From an optimization exercise on the open Yosys and OpenROAD flow, aimed at small area and a short achievable clock period; shortcuts taken in it are not production practice. In this exercise RTL edits were held to simulation tests only and were not proved equivalent to the original.

== build 9 ==
// md_sched
module md_sched #(
    parameter int unsigned MULT_CYCLES = 5,
    parameter int unsigned DIV_CYCLES  = 10
) (
    input  logic        clk,
    input  logic        reset_n,
    input  logic [2:0]  e_op,
    input  logic [31:0] e_rs,
    input  logic [31:0] e_rt,
    input  logic        e_kill,
    input  logic        d_is_md,
    output logic [31:0] hi,
    output logic [31:0] lo,
    output logic        busy,
    output logic        md_stall
);
Settings: LEC_CHECK=0, ABC_AREA=1, CAP_MARGIN=0, CORE_MARGIN=2, CORE_UTILIZATION=65, SLEW_MARGIN=0; clock period 100.0 ns.
standard.sh (not shown) runs the stock make flow with config.mk's settings and CLKGATE_MAP_FILE= SYNTH_SCRIPT=/design/flow/synth_recipe.tcl, a recipe that flattens the netlist after the stock synthesis.
==> flow/flow/run.sh <==
#!/bin/bash
# The standard layout with these changes:
#  * port buffers are sky130_fd_sc_hd__buf_1 (the default picks a larger,
#    slower delay buffer);
#  * clock tree synthesis runs with its default arguments plus
#    -dont_use_dummy_load (no dummy load cells), clkbuf_8 cluster buffers;
#  * after the unchanged standard synthesis, the full adders on the slowest
#    register paths (the divide rows) are upsized to fa_2, the synthesis
#    buffers are removed, gate+inverter pairs are merged into single cells,
#    and the md_stall logic is rebuilt as a shallow gate tree (flow/prep.tcl,
#    flow/invmerge.tcl, flow/md_stall.tcl).
# Each step's output goes to its own log in this folder.
set -euo pipefail
ARGS=("BUFFER_PORTS_ARGS=-buffer_cell sky130_fd_sc_hd__buf_1"
      "CTS_ARGS=-sink_clustering_enable -repair_clock_nets -dont_use_dummy_load -buf_list sky130_fd_sc_hd__clkbuf_16 -sink_clustering_buffer sky130_fd_sc_hd__clkbuf_8")
bash standard.sh "${ARGS[@]}" synth > synth.log 2>&1
export RESULTS=$PWD/orfs/results/sky130hd/md_sched/base
export FA_SLACK_LIMIT=62
openroad -no_init -exit flow/prep.tcl > prep.log 2>&1
touch "$RESULTS/1_synth.sdc"
bash standard.sh "${ARGS[@]}" finish > finish.log 2>&1
Other scripts of this flow, unchanged in this note and not shown: flow/flow/invmerge.tcl, flow/flow/md_stall.tcl, flow/flow/prep.tcl
Build 9 went all the way through synthesis, placement and routing and the layout is clean on timing, DRC and antenna.
Setup changes, build 9 to build 63
# build 9
export LEC_CHECK = 0
export ABC_AREA = 1
export CAP_MARGIN = 0
export CORE_MARGIN = 2
export CORE_UTILIZATION = 65
export SLEW_MARGIN = 0
create_clock -name core_clock -period 100.0 [get_ports {clk}]
# build 63
export LEC_CHECK = 0
export ABC_AREA = 1
export CAP_MARGIN = 0
export CORE_MARGIN = 2
export CORE_UTILIZATION = 80
export SLEW_MARGIN = 0
create_clock -name core_clock -period 100.0 [get_ports {clk}]
--- a/flow/flow/run.sh
+++ b/flow/flow/run.sh
@@ -5,3 +5,3 @@
 #  * clock tree synthesis runs with its default arguments plus
-#    -dont_use_dummy_load (no dummy load cells), clkbuf_8 cluster buffers;
+#    -dont_use_dummy_load (no dummy load cells);
 #  * after the unchanged standard synthesis, the full adders on the slowest
@@ -14,3 +14,3 @@
 ARGS=("BUFFER_PORTS_ARGS=-buffer_cell sky130_fd_sc_hd__buf_1"
-      "CTS_ARGS=-sink_clustering_enable -repair_clock_nets -dont_use_dummy_load -buf_list sky130_fd_sc_hd__clkbuf_16 -sink_clustering_buffer sky130_fd_sc_hd__clkbuf_8")
+      "CTS_ARGS=-sink_clustering_enable -repair_clock_nets -dont_use_dummy_load")
 bash standard.sh "${ARGS[@]}" synth > synth.log 2>&1
==> run summary <==
Build 63 vs build 9 — first-pass GRT wire length rose 4.8 mm.
Cmp build 63 and build 9 / final cell count / lower: build 63
Die footprint was lower in the run labelled build 63.
### build 63 -> build 50
# build 63
export LEC_CHECK = 0
export ABC_AREA = 1
export CAP_MARGIN = 0
export CORE_MARGIN = 2
export CORE_UTILIZATION = 80
export SLEW_MARGIN = 0
create_clock -name core_clock -period 100.0 [get_ports {clk}]
# build 50
export LEC_CHECK = 0
export ABC_AREA = 1
export CAP_MARGIN = 0
export CORE_MARGIN = 2
export CORE_UTILIZATION = 65
export SLEW_MARGIN = 0
create_clock -name core_clock -period 100.0 [get_ports {clk}]
Results
Summary of build 50 over build 63: number of global-route vias before repair lower, required time reported for the critical path endpoint lower, final non-filler cell total higher. Of build 50 and build 63, it is build 50 that has the lower routed wire length on met2. In the tables for build 50 and build 63, non-clock buffer share of cell area reads lower with build 63. As of build 50, number of instances in the placed design had risen by a few percent compared to build 63. Between build 50 and build 63, routed wire length is lower for build 50, build 63 comes in above that. Build 50 — critical path depth 112 lower, build 63 as reference.

-- afterwards: timing with drivers on the ports --
Ports are ideal in the flow. The routed layouts listed here were re-timed in OpenROAD. Step 1 assumes that a clkbuf_16 drives the clock port and a buf_2 every other input. Step 2 also shifts input and output timing later by t, the mid clock arrival at the registers, as if the neighbouring blocks saw the same clock. a / b / c = ideal ports / drivers / drivers and shift; a / b = the first two.
| run | t (ns) | setup slack, ns | hold slack, ns | worst setup path after step 2 | cell pins on the clock port's net |
|---|---|---|---|---|---|
| build 9 | 0.480 | 59.213 / 59.192 / 59.192 | 0.466 / 0.466 / 0.466 | input to output | 1 |
| build 63 | 0.493 | 59.000 / 59.000 / 59.000 | 0.469 / 0.469 / 0.469 | register to register | 1 |
| build 50 | 0.480 | 59.213 / 59.192 / 59.192 | 0.466 / 0.466 / 0.466 | input to output | 1 |
After both steps setup and hold are still met in every run listed.
